What follows belongs to an exercise in optimizing a design on an open flow for small area; a production flow would make more cautious choices. Only simulation tests tie the RTL to the original design; equivalence was not proved. Power and IR drop assume default switching activity.

[flow/design.v]
module regfile_sb #(
  parameter int unsigned XLEN     = 32,
  parameter int unsigned NREG     = 32,
  parameter int unsigned SP_IDX   = 2,
  parameter logic [31:0] SP_RESET = 32'h7FFFEFFC,
  parameter bit          BYPASS   = 1'b1,
  localparam int unsigned AW      = $clog2(NREG),
  localparam int unsigned CW      = AW + 1
) (
  input  logic            clk,
  input  logic            rst,
  input  logic [AW-1:0]   A1,
  input  logic [AW-1:0]   A2,
  output logic [XLEN-1:0] RD1,
  output logic [XLEN-1:0] RD2,
  input  logic            WE,
  input  logic [AW-1:0]   A3,
  input  logic [XLEN-1:0] WD3,
  input  logic            ISS_V,
  input  logic [AW-1:0]   ISS_RD,
  output logic            BUSY1,
  output logic            BUSY2,
  output logic            HAZARD,
  output logic [CW-1:0]   PEND_CNT
);
  localparam logic [XLEN-1:0] SP_RST = XLEN'(SP_RESET);
  logic [XLEN-1:0] mem [NREG];
  logic [NREG-1:0] wsel;      
  logic [NREG-1:0] vld_q;     
  logic [NREG-1:0] busy_q;    
  logic            run;       
  logic [NREG-1:0] vld_w;     
  logic [NREG-1:0] busy_w;    
  logic [NREG-1:0] set_sel;   
  logic [NREG-1:0] keep;      
  logic            bw1, bw2, bwi, b3;
  logic [CW-1:0]   pend_nxt;
  logic            wr_v;
  logic            set_v;
  logic            set_new;
  logic            clr_real;
  logic            fwd1;
  logic            fwd2;
  assign wr_v  = WE && (A3 != '0);
  assign set_v = ISS_V && (ISS_RD != '0);
  always_comb begin
    for (int unsigned i = 0; i < NREG; i++) begin
      wsel[i]    = wr_v && (A3 == AW'(i));
      set_sel[i] = set_v && (ISS_RD == AW'(i));
    end
  end
  assign vld_w  = vld_q & keep;
  assign busy_w = busy_q & keep;
  always_ff @(posedge clk or negedge rst) begin
    if (!rst) begin
      run <= 1'b0;
    end else begin
      run <= 1'b1;
    end
  end
  assign keep[0] = 1'b0;
  for (genvar i = 1; i < NREG; i++) begin : g_keep
    rf_keep u_keep (.run(run), .w(wsel[i]), .k(keep[i]));
  end
  assign mem[0]    = '0;
  assign vld_q[0]  = 1'b0;
  assign busy_q[0] = 1'b0;
  for (genvar i = 1; i < NREG; i++) begin : g_reg
    logic [XLEN-1:0] mem_d;
    for (genvar b = 0; b < XLEN; b++) begin : g_bit
      rf_hold u_hold (.q(mem[i][b]), .w(WD3[b]), .e(wsel[i]), .k(keep[i]), .d(mem_d[b]));
    end
    always_ff @(posedge clk) begin
      mem[i] <= mem_d;
    end
    always_ff @(posedge clk) begin
      vld_q[i]  <= vld_w[i] || wsel[i];
      busy_q[i] <= busy_w[i] || set_sel[i];
    end
  end
  always_comb begin
    bw1      = busy_w[A1];
    bw2      = busy_w[A2];
    bwi      = busy_w[ISS_RD];
    b3       = run && busy_q[A3];
    set_new  = set_v && !bwi;
    clr_real = wr_v && b3;
    pend_nxt = PEND_CNT + CW'(set_new) - CW'(clr_real);
  end
  always_ff @(posedge clk or negedge rst) begin
    if (!rst) begin
      PEND_CNT <= '0;
    end else begin
      PEND_CNT <= pend_nxt;
    end
  end
  always_comb begin
    fwd1 = BYPASS && wr_v && (A3 == A1);
    fwd2 = BYPASS && wr_v && (A3 == A2);
  end
  logic [NREG-1:0] rs1, rs2;
  logic            sp1, sp2, sp_w;
  always_comb begin
    sp_w  = !(vld_q[SP_IDX] && run) && !wsel[SP_IDX];
    for (int unsigned i = 0; i < NREG; i++) begin
      rs1[i] = (A1 == AW'(i)) && vld_w[i];
      rs2[i] = (A2 == AW'(i)) && vld_w[i];
    end
    sp1 = (A1 == AW'(SP_IDX)) && sp_w;
    sp2 = (A2 == AW'(SP_IDX)) && sp_w;
  end
  for (genvar b = 0; b < XLEN; b++) begin : g_rd
    logic [NREG-1:0] col;
    for (genvar i = 1; i < NREG; i++) begin : g_col
      assign col[i] = mem[i][b];
    end
    assign col[0] = WD3[b];
    if (SP_RST[b]) begin : g_sp
      rf_orsel #(.N(NREG), .HAS_C(1)) u_rd1 (.d(col), .s({rs1[NREG-1:1], fwd1}), .c(sp1), .y(RD1[b]));
      rf_orsel #(.N(NREG), .HAS_C(1)) u_rd2 (.d(col), .s({rs2[NREG-1:1], fwd2}), .c(sp2), .y(RD2[b]));
    end else begin : g_nsp
      rf_orsel #(.N(NREG), .HAS_C(0)) u_rd1 (.d(col), .s({rs1[NREG-1:1], fwd1}), .c(1'b0), .y(RD1[b]));
      rf_orsel #(.N(NREG), .HAS_C(0)) u_rd2 (.d(col), .s({rs2[NREG-1:1], fwd2}), .c(1'b0), .y(RD2[b]));
    end
  end
  always_comb begin
    BUSY1  = bw1;
    BUSY2  = bw2;
    HAZARD = bw1 || bw2 || (ISS_V && bwi);
  end
endmodule
module rf_orsel #(
  parameter int unsigned N = 32,
  parameter bit          HAS_C = 1'b0,
  localparam int unsigned NG = (N + 2) / 3,
  localparam int unsigned NH = (NG + 3) / 4
) (
  input  logic [N-1:0] d,
  input  logic [N-1:0] s,
  input  logic         c,
  output logic         y
);
  logic [NG-1:0] g;
  logic [NH-1:0] h;
  localparam int unsigned NF = N / 3;            
  localparam bit bool_tail = (N % 3 == 2);
  for (genvar k = 0; k < NF; k++) begin : g_aoi
    rf_aoi222 u (.a(d[3*k +: 3]), .b(s[3*k +: 3]), .y(g[k]));
  end
  for (genvar k = 0; k < NH; k++) begin : g_nand
    if (4*k + 4 <= NF) begin : g4
      rf_nand4 u (.a(g[4*k +: 4]), .y(h[k]));
    end else if (4*k + 3 == NF && !bool_tail) begin : g3
      rf_nand3 u (.a(g[4*k +: 3]), .y(h[k]));
    end else if (4*k + 2 == NF && bool_tail) begin : g2t
      rf_tail u (.g(g[4*k +: 2]), .a(d[N-2 +: 2]), .b(s[N-2 +: 2]), .y(h[k]));
    end
  end
  assign y = (|h) | (HAS_C && c);
endmodule
module rf_aoi222 (
  input  logic [2:0] a,
  input  logic [2:0] b,
  output logic       y
);
  assign y = !((a[0] && b[0]) || (a[1] && b[1]) || (a[2] && b[2]));
endmodule
module rf_keep (
  input  logic run,
  input  logic w,
  output logic k
);
  assign k = run && !w;
endmodule
module rf_hold (
  input  logic q,
  input  logic w,
  input  logic e,
  input  logic k,
  output logic d
);
  assign d = (q && k) || (w && e);
endmodule
module rf_tail (
  input  logic [1:0] g,
  input  logic [1:0] a,
  input  logic [1:0] b,
  output logic       y
);
  assign y = !(g[0] && g[1] && !((a[0] && b[0]) || (a[1] && b[1])));
endmodule
module rf_nand4 (
  input  logic [3:0] a,
  output logic       y
);
  assign y = !(&a);
endmodule
module rf_nand3 (
  input  logic [2:0] a,
  output logic       y
);
  assign y = !(&a);
endmodule
[flow/flow/run.sh]
#!/bin/bash
# Own layout flow: the standard ORFS flow (standard.sh) with a few extra
# ORFS settings from flow/extra.mk (clock tree options, no ORFS port
# buffering) and two hooks around global placement:
#   flow/pre_gpl.tcl  buffers every port itself (buf_2 on inputs, buf_1 on
#                     outputs);
#   flow/post_gpl.tcl takes back upsizing that timing-driven placement did
#                     (all gates back to their smallest size), and sizes its
#                     buf_4 buffers down to buf_2; repair_design runs next and
#                     fixes any slew or capacitance this causes.
# Each tool's output goes to the ORFS logs under orfs/logs; make's own output
# goes to flow_make.log in the work folder.
set -euo pipefail
W=$PWD
cp config.mk own_config.mk
cat flow/extra.mk >> own_config.mk
echo "export PRE_GLOBAL_PLACE_TCL = $W/flow/pre_gpl.tcl" >> own_config.mk
echo "export POST_GLOBAL_PLACE_TCL = $W/flow/post_gpl.tcl" >> own_config.mk
sed "s#DESIGN_CONFIG=[^ ]*#DESIGN_CONFIG=$W/own_config.mk#" standard.sh > own_standard.sh
grep -q "DESIGN_CONFIG=$W/own_config.mk" own_standard.sh
bash own_standard.sh > flow_make.log 2>&1
[flow/flow/extra.mk]
export CTS_ARGS = -sink_clustering_enable -repair_clock_nets -dont_use_dummy_load -buf_list {sky130_fd_sc_hd__clkbuf_4} -root_buf sky130_fd_sc_hd__clkbuf_16 -sink_clustering_size 9 -sink_clustering_max_diameter 50
export DONT_BUFFER_PORTS = 1
[flow/flow/post_gpl.tcl]
# After timing-driven global placement: undo upsizing and use smaller buffers.
# Cells that timing-driven placement upsized and that now drive nothing but
# one buffer go back to their smallest size; repair_design runs after this.
set n 0
foreach inst [[ord::get_db_block] getInsts] {
  if {[$inst isDoNotTouch]} continue
  set m [[$inst getMaster] getName]
  if {![regexp {^(sky130_fd_sc_hd__[a-z0-9]+)_([0-9]+)$} $m -> base sz]} continue
  if {$sz < 2 || [regexp {buf|inv|df|dl|tap|fill|conb|diode} $base]} continue
  set small ""
  foreach s {1 0} { if {[get_lib_cells -quiet */${base}_$s] ne ""} { set small ${base}_$s; break } }
  if {$small eq ""} continue
  set loads {}
  foreach it [$inst getITerms] {
    if {![$it isOutputSignal]} continue
    set net [$it getNet]
    if {$net eq "NULL"} continue
    foreach l [$net getITerms] { if {[$l isInputSignal]} { lappend loads [[[$l getInst] getMaster] getName] } }
    if {[llength [$net getBTerms]] > 0} { lappend loads PORT }
  }
  if {[llength $loads] == 1 && [regexp {__buf_|__clkbuf_} [lindex $loads 0]]} {
    replace_cell [$inst getName] $small
    incr n
  }
}
puts "downsized $n cells that drive one buffer"
set nb 0
foreach inst [[ord::get_db_block] getInsts] {
  if {[$inst isDoNotTouch]} continue
  if {[[$inst getMaster] getName] eq "sky130_fd_sc_hd__buf_4"} { replace_cell [$inst getName] sky130_fd_sc_hd__buf_2; incr nb }
}
puts "downsized $nb buffers"

# The port buffers were kept from remove_buffers with dont_touch; release
# them now, and connect their supply pins (global_connect skips dont_touch
# instances).
set port_bufs {}
foreach bt [[ord::get_db_block] getBTerms] {
  set net [$bt getNet]
  if {$net eq "NULL"} continue
  foreach it [$net getITerms] {
    set inst [$it getInst]
    if {[$inst isDoNotTouch]} { lappend port_bufs [get_cells [$inst getName]] }
  }
}
puts "released [llength $port_bufs] port buffers"
unset_dont_touch $port_bufs
global_connect

# Every other upsized gate goes back to its smallest size too.
set na 0
foreach inst [[ord::get_db_block] getInsts] {
  if {[$inst isDoNotTouch]} continue
  set m [[$inst getMaster] getName]
  if {![regexp {^(sky130_fd_sc_hd__[a-z0-9]+)_([0-9]+)$} $m -> base sz]} continue
  if {$sz < 2 || [regexp {buf|inv|df|dl|tap|fill|conb|diode} $base]} continue
  set small ""
  foreach s {1 0} { if {[get_lib_cells -quiet */${base}_$s] ne ""} { set small ${base}_$s; break } }
  if {$small eq ""} continue
  set mnew [[ord::get_db] findMaster $small]
  if {[$mnew getWidth] >= [[$inst getMaster] getWidth]} continue
  replace_cell [$inst getName] $small
  incr na
}
puts "downsized $na other cells"
[flow/flow/pre_gpl.tcl]
# Port buffers: buf_2 on inputs, buf_1 on outputs. They
# are made before ORFS's remove_buffers and kept from it with dont_touch.
remove_buffers
buffer_ports -inputs -buffer_cell sky130_fd_sc_hd__buf_2
buffer_ports -outputs -buffer_cell sky130_fd_sc_hd__buf_1
set port_bufs {}
foreach bt [[ord::get_db_block] getBTerms] {
  set net [$bt getNet]
  if {$net eq "NULL"} continue
  foreach it [$net getITerms] {
    set inst [$it getInst]
    if {[string match "*buf*" [[$inst getMaster] getName]]} { lappend port_bufs [get_cells [$inst getName]] }
  }
}
puts "port buffers kept: [llength $port_bufs]"
set_dont_touch $port_bufs
[flow/standard.sh]
#!/bin/bash
# synth_recipe.tcl (not shown) runs the flow's synth.tcl, then flattens the netlist and writes it again
# the make line also repeats each setting of config.mk as NAME=value (left out here)
make -C /OpenROAD-flow-scripts/flow DESIGN_CONFIG=/design/flow/config.mk WORK_HOME=/design/flow/orfs CLKGATE_MAP_FILE= SYNTH_SCRIPT=/design/flow/synth_recipe.tcl "${@:-finish}"
[flow/config.mk]
export PLATFORM = sky130hd
export DESIGN_NAME = regfile_sb
export DESIGN_NICKNAME = regfile_sb
export VERILOG_FILES = /design/flow/design.v
export SDC_FILE = /design/flow/constraint.sdc
export NUM_CORES = 4
export LEC_CHECK = 0
export CAP_MARGIN = 20
export CORE_MARGIN = 2
export CORE_UTILIZATION = 40
export SLEW_MARGIN = 20
export SYNTH_HIERARCHICAL = 1
export SYNTH_MINIMUM_KEEP_SIZE = 0
[flow/constraint.sdc]
create_clock -name core_clock -period 10.0 [get_ports {clk}]
set_input_delay 2.0000 -clock core_clock [delete_from_list [all_inputs] [get_ports {clk}]]
set_output_delay 2.0000 -clock core_clock [all_outputs]
set_load 0.01 [all_outputs]
==> run notes, run 1 <==
total congestion overflow 0; GRT met2 Usage 48.25%; final setup vio count 0; CP arrival 7.07 ns; routed via count 41940; M1 GR Usage 47.34%; Die X 327.1 um; final hold vios 0; utilization after layout 44.25%; clock root cell clkbuf_16; Syn Nets 3570; design area 45800 um^2; count of final max-slew check failures 0; Cell Rows 118; vias in the first global route 39180; CTS Buf Count 144; Initial Utilization 40.35%; Nets 3975; pin count of the biggest net entering global routing 36; worst hold path class register to register; layout cells sized above 1 10.49%; Area Growth Syn to Fin 9.675%; fill count 9785; height of the die 327.1 um; Synth Cell Area 41760 um^2; Clock H-tree levels 4; worst-margin pin slew 1.268 ns; max_cap viols 0; Pwr per Cell Area 154.0 nW/um^2; initial antenna violation count 9; Yosys warnings 9; final worst slack 0.9346 ns; Synth Instances 3507; I/O pin count 129; Post-Place Setup Slack 1.278 ns; hold_sp vld_q[3]$_DFF_P_; hpwl dp 114900 um; CTS tree done; WP data required 8.00 ns; Die Footprint 107000 um^2; grt met3 use 12.44%; Critical path origin A3[1]; Max Root-Sink Buffers 3; Wirelength per Cell 37.40 um; Port Buf Inserts 128; Fmax 110.3 MHz; # resized after CTS 0; RR Startpoint run$_DFF_PN0_; Tmin final 9.065 ns; core area 103500 um^2; drt via density 7.915; number of routed nets with antenna violations 0; peak supply drop 0.1828 mV; Avg Inst Size Synth 11.91 um^2; setup TNS 0 ns; post-CTS setup buffers 0; total global-route track usage 35.32%; critical path fanouts, max 32; CP startpoint kind primary input; drt pass-1 iters 15; skew final 0.1159 ns; Placed Area 44640 um^2; clk sink count 1061; Worst Setup End Kind output pin; RSZ-0062 raised after global routing false; drt total wl 198200 um; Hold-fix buffers, CTS 0; GR peak layer met2; outcome timing/DRC/antenna clean; first-pass GRT wire length 281200 um; initial DRC count 9528; Clk pin slew, worst setup/hold paths 0.10 ns; DRC Markers 0; Crit Path Category primary input to output pin; slew margin rel. 15.46%; Leak 16.51 nW; clock latency on the worst-skew pair 0.76 ns; Hold WS 0.4964 ns; final worst-path cycle share 90.65%
[where the power goes]
| group | total [W] | internal, W | switching (W) |
|---|---|---|---|
| Sequential | 0.00435 | 0.00430 | 0.0000561 |
| Clock | 0.00216 | 0.000678 | 0.00148 |
| Combinational | 0.000543 | 0.000147 | 0.000395 |
[state kept, by name, summed over array words and instances (netlist names)]
signal / count
busy_q: 31
mem: 992
vld_q: 31
run: 1
PEND_CNT: 6
[routing by layer]
metal	wire length [um]	part of all wire [%]	vias up
met2	78340	40	3918
met1	76060	38	20400
met3	30490	15	741
li1	-	-	16870
met4	13260	6.7	6
met5	64	0.032	-
[per-stage QoR]
stage	total power, W	instances
CTS	0.007033	5289
floorplan	0.004698	3507
finish	0.007053	5299
global placement	0.004977	5138
global route	0.007252	5292
detailed placement	0.004964	5145
[worst paths after layout]
path / cells past startpoint / slack (ns) / endpoint
worst max-delay path: 13 / 0.93 / RD2[11]
worst min-delay path: 2 / 0.50 / vld_q[3]$_DFF_P_
worst max register to register: 16 / 4.93 / PEND_CNT[4]$_DFF_PN0_
worst min register to register: 2 / 0.50 / vld_q[3]$_DFF_P_
max in group asynchronous: 1 / 8.77 / PEND_CNT[0]$_DFF_PN0_
min in group asynchronous: 1 / 1.05 / PEND_CNT[5]$_DFF_PN0_
[layout by cell type, fill, tap and decap left out, drive strengths merged, types with 25 or more instances in the layout]
cell type / count
mux4: 25
o21ai: 64
a222oi: 640
clkbuf: 144
dfxtp: 1054
nor3: 51
nand3: 83
nand2: 82
or4: 56
nand4: 130
nor2: 46
buf: 297
a22oi: 64
nor2b: 35
a22o: 994
[cell type report]
type / count / area [um^2] / share of cell area, %
diodes: 9 / 22.52 / 0.04918
clock buffers: 144 / 1099 / 2.399
inverters: 12 / 45.04 / 0.09836
multi-input cells: 2396 / 20090 / 43.87
flip-flops and latches: 1061 / 21280 / 46.46
well taps: 1380 / 1727 / 3.770
repair buffers: 297 / 1535 / 3.352
[critical path, cell delays in order]
cell and delay [ns]:
buf_2 0.33, nand2b_1 0.25, buf_2 0.31, nor2_1 0.09, nor2b_1 0.83, buf_2 0.82
nand2_1 0.16, nor3_1 0.20, buf_2 0.83, a222oi_1 0.31, nand4_1 0.39, or4_1 0.31
buf_1 0.21
==> run 2: changes to the inputs <==
--- a/flow/config.mk
+++ b/flow/config.mk
@@ -8,6 +8,7 @@
 export CAP_MARGIN = 20
 export CORE_MARGIN = 2
 export CORE_UTILIZATION = 40
+export PLACE_DENSITY = 0.75
 export SLEW_MARGIN = 20
 export SYNTH_HIERARCHICAL = 1
 export SYNTH_MINIMUM_KEEP_SIZE = 0
==> run 2 against run 1 <==
Compared with the run above:
- setup slack improved by 0.12 ns
- global-route usage fell by 1.1 points
- power fell by 0.87%
- via count rose by 2.9%
- count of clock-buffer cells in the layout fell by 6
- flip-flop and latch count did not move
- clock power fell by 3%
- wire length fell by 2.8%
- non-clock buffer count fell by 22
- highest routed layer unchanged
==> run notes, run 2 <==
Hold WS 0.4891 ns (-0.007328 ns); clk sink count 1061 (unchanged); drt via density 8.195 (+3.5%); CP startpoint kind primary input; Nets 3947 (-0.70%); drt total wl 192800 um (-2.8%); routed via count 43180 (+2.9%); Area Growth Syn to Fin 9.352%; number of routed nets with antenna violations 0 (unchanged); Leak 16.38 nW (-0.78%); max_cap viols 0 (unchanged); Crit Path Category primary input to output pin; Tmin final 8.947 ns (-0.1181 ns); post-CTS setup buffers 0 (unchanged); final worst-path cycle share 89.47% (-1.2 points); flop-to-flop setup slack 4.96 ns (+0.03 ns); utilization after layout 44.12% (-0.13 points); register area 21280 um^2 (unchanged); hold path endpoint vld_q[4]$_DFF_P_; DRC Markers 0 (unchanged); height of the die 327.1 um (unchanged); r2r worst-path depth 16 (unchanged); Die Footprint 107000 um^2 (unchanged); Wirelength per Cell 36.58 um (-2.2%); RSZ-0062 raised after global routing false; hpwl dp 107600 um (-6.3%); core area 103500 um^2 (unchanged); Multi-input gate area 20080 um^2 (about the same); clock root cell clkbuf_16; pin count of the biggest net entering global routing 36 (unchanged); Initial Utilization 40.35% (unchanged); Non-Filler Instances 5269 (-0.57%); Yosys warnings 9 (unchanged); hold_sp vld_q[4]$_DFF_P_; count of final max-slew check failures 0 (unchanged); layout cells sized above 1 9.815% (-0.67 points); largest register by flop count mem; final setup vio count 0 (unchanged); number of flip-flops in the largest register 992 (unchanged); Clock H-tree levels 4 (unchanged); CTS Buf Count 138 (-4.2%); clock latency on the worst-skew pair 0.72 ns (-0.04 ns); Cell Rows 118 (unchanged); I/O pin count 129 (unchanged); Die X 327.1 um (unchanged); peak supply drop 0.1631 mV (-11%); skew final 0.08589 ns (-0.03003 ns); WP data required 8.00 ns (about the same); worst-margin pin slew 1.393 ns (+0.1244 ns); Avg Inst Size Synth 11.91 um^2 (unchanged); Syn Nets 3570 (unchanged); RR Startpoint run$_DFF_PN0_; # resized after CTS 0 (unchanged); total global-route track usage 34.17% (-1.1 points); slew margin rel. 7.160% (-8.3 points); Port Buf Inserts 128 (unchanged); Inst Count DP 5122 (-0.45%); vias in the first global route 40320 (+2.9%); fill count 9718 (-0.68%); CP arrival 6.95 ns (-0.12 ns); commonest non-fill, non-tap cell in the layout dfxtp_1; Fmax 111.8 MHz (+1.3%); commonest non-fill, non-tap cells in the layout dfxtp_1 (1054), a22o_1 (994), a222oi_1 (640); first-pass GRT wire length 274600 um (-2.3%); outcome timing/DRC/antenna clean; Worst Setup End Kind output pin; hold depth 2 (unchanged); Clk pin slew, worst setup/hold paths 0.11 ns (about the same); critical path fanouts, max 34 (+6.3%); final hold vios 0 (unchanged); initial DRC count 11510 (+21%); setup TNS 0 ns (unchanged); drt pass-1 iters 17 (+2); Synth Cell Area 41760 um^2 (unchanged); initial antenna violation count 13 (+4); CTS tree done; Pwr per Cell Area 153.1 nW/um^2 (-0.58%); Hold-fix buffers, CTS 0 (unchanged); Synth Instances 3507 (unchanged); Max Root-Sink Buffers 3 (unchanged); worst hold path class register to register; top flop regs mem x992, busy_q x31, vld_q x31; total congestion overflow 0 (unchanged); r2r endpoint PEND_CNT[4]$_DFF_PN0_
## run 2: worst max-delay path by stage
stage | start | endpoint | cells after the start
3_3_place_gp | A3[2] | RD2[10] | 12
2_1_floorplan | A3[0] | RD1[10] | 11
6_report | A3[0] | RD2[5] | 14
4_1_cts | A3[0] | RD2[5] | 14
5_1_grt | A3[0] | RD2[10] | 14
3_5_place_dp | A3[0] | RD2[5] | 14
## run 2: layout make-up
class | instances | share of cell area [%]
Inverter | 12 | 0.09865
Timing Repair Buffer | 275 | 3.214
Multi-Input combinational cell | 2396 | 43.97
Clock buffer | 138 | 2.307
Sequential cell | 1061 | 46.59
Antenna cell | 7 | 0.03836
Tap cell | 1380 | 3.781
## run 2: report_power, final
group	internal, W	switching (W)
sequential	0.00430	0.0000557
clock	0.000651	0.00145
combinational	0.000145	0.000392
total	0.00509	0.00190
## run 2: per-layer routing
| metal | wire length [um] | up-vias | track usage [%] | share of wire [%] |
|---|---|---|---|---|
| li1 | - | 16810 | - | - |
| met1 | 66500 | 20570 | 42.65 | 35 |
| met2 | 74450 | 4621 | 45.61 | 39 |
| met3 | 35180 | 1157 | 16.43 | 18 |
| met4 | 16480 | 14 | 24.02 | 8.6 |
| met5 | 132 | - | 1.020 | 0.068 |
## run 2: stage by stage
stage	total power (W)	area (um^2)	setup slack [ns]
after floorplan	0.004698	41760	1.390
after global routing	0.007168	45650	0.9962
after global placement	0.004958	45500	1.304
after CTS	0.006928	45550	1.248
final	0.006991	45660	1.053
after detailed placement	0.004954	44500	1.246
## run 2: critical path, stage by stage
cell and delay (ns):
buf_2 0.35, nand2b_1 0.28, buf_2 0.28, nor2_1 0.12, buf_2 0.82, nor2b_1 0.08, buf_2 0.49, nand2_1 0.25
nor3_1 0.07, buf_2 0.51, a222oi_1 0.47, nand4_1 0.25, or4_1 0.69, buf_1 0.18

## afterwards: timing with drivers on the ports
The results above use ideal ports. As a check the final layouts listed here were re-extracted and re-timed, cells and wires unchanged.
Step 1 assumes that a clkbuf_16 drives the clock port and a buf_2 every other input.
Step 2 adds t to the input delays and takes it off the output delays; t is the mean of the earliest and latest rising clock arrival at the registers after step 1. Input paths then give back, and output paths get back, about the clock's delay inside the block.
Three values: ideal, step 1, step 2; two values: the first two.
run | t, ns | setup WS [ns] | worst data-port slew with drivers (ns) | cell pins on the clock port's net
run 1 | 0.793 | 0.935 / 0.911 / 0.911 | 0.08 | 1
run 2 | 0.783 | 1.053 / 1.031 / 1.031 | 0.08 | 1
After both steps every run listed still meets setup and hold. The setup slack of run 1, which loses most, moves by -0.024 ns with the drivers and by -0.024 ns with both steps.
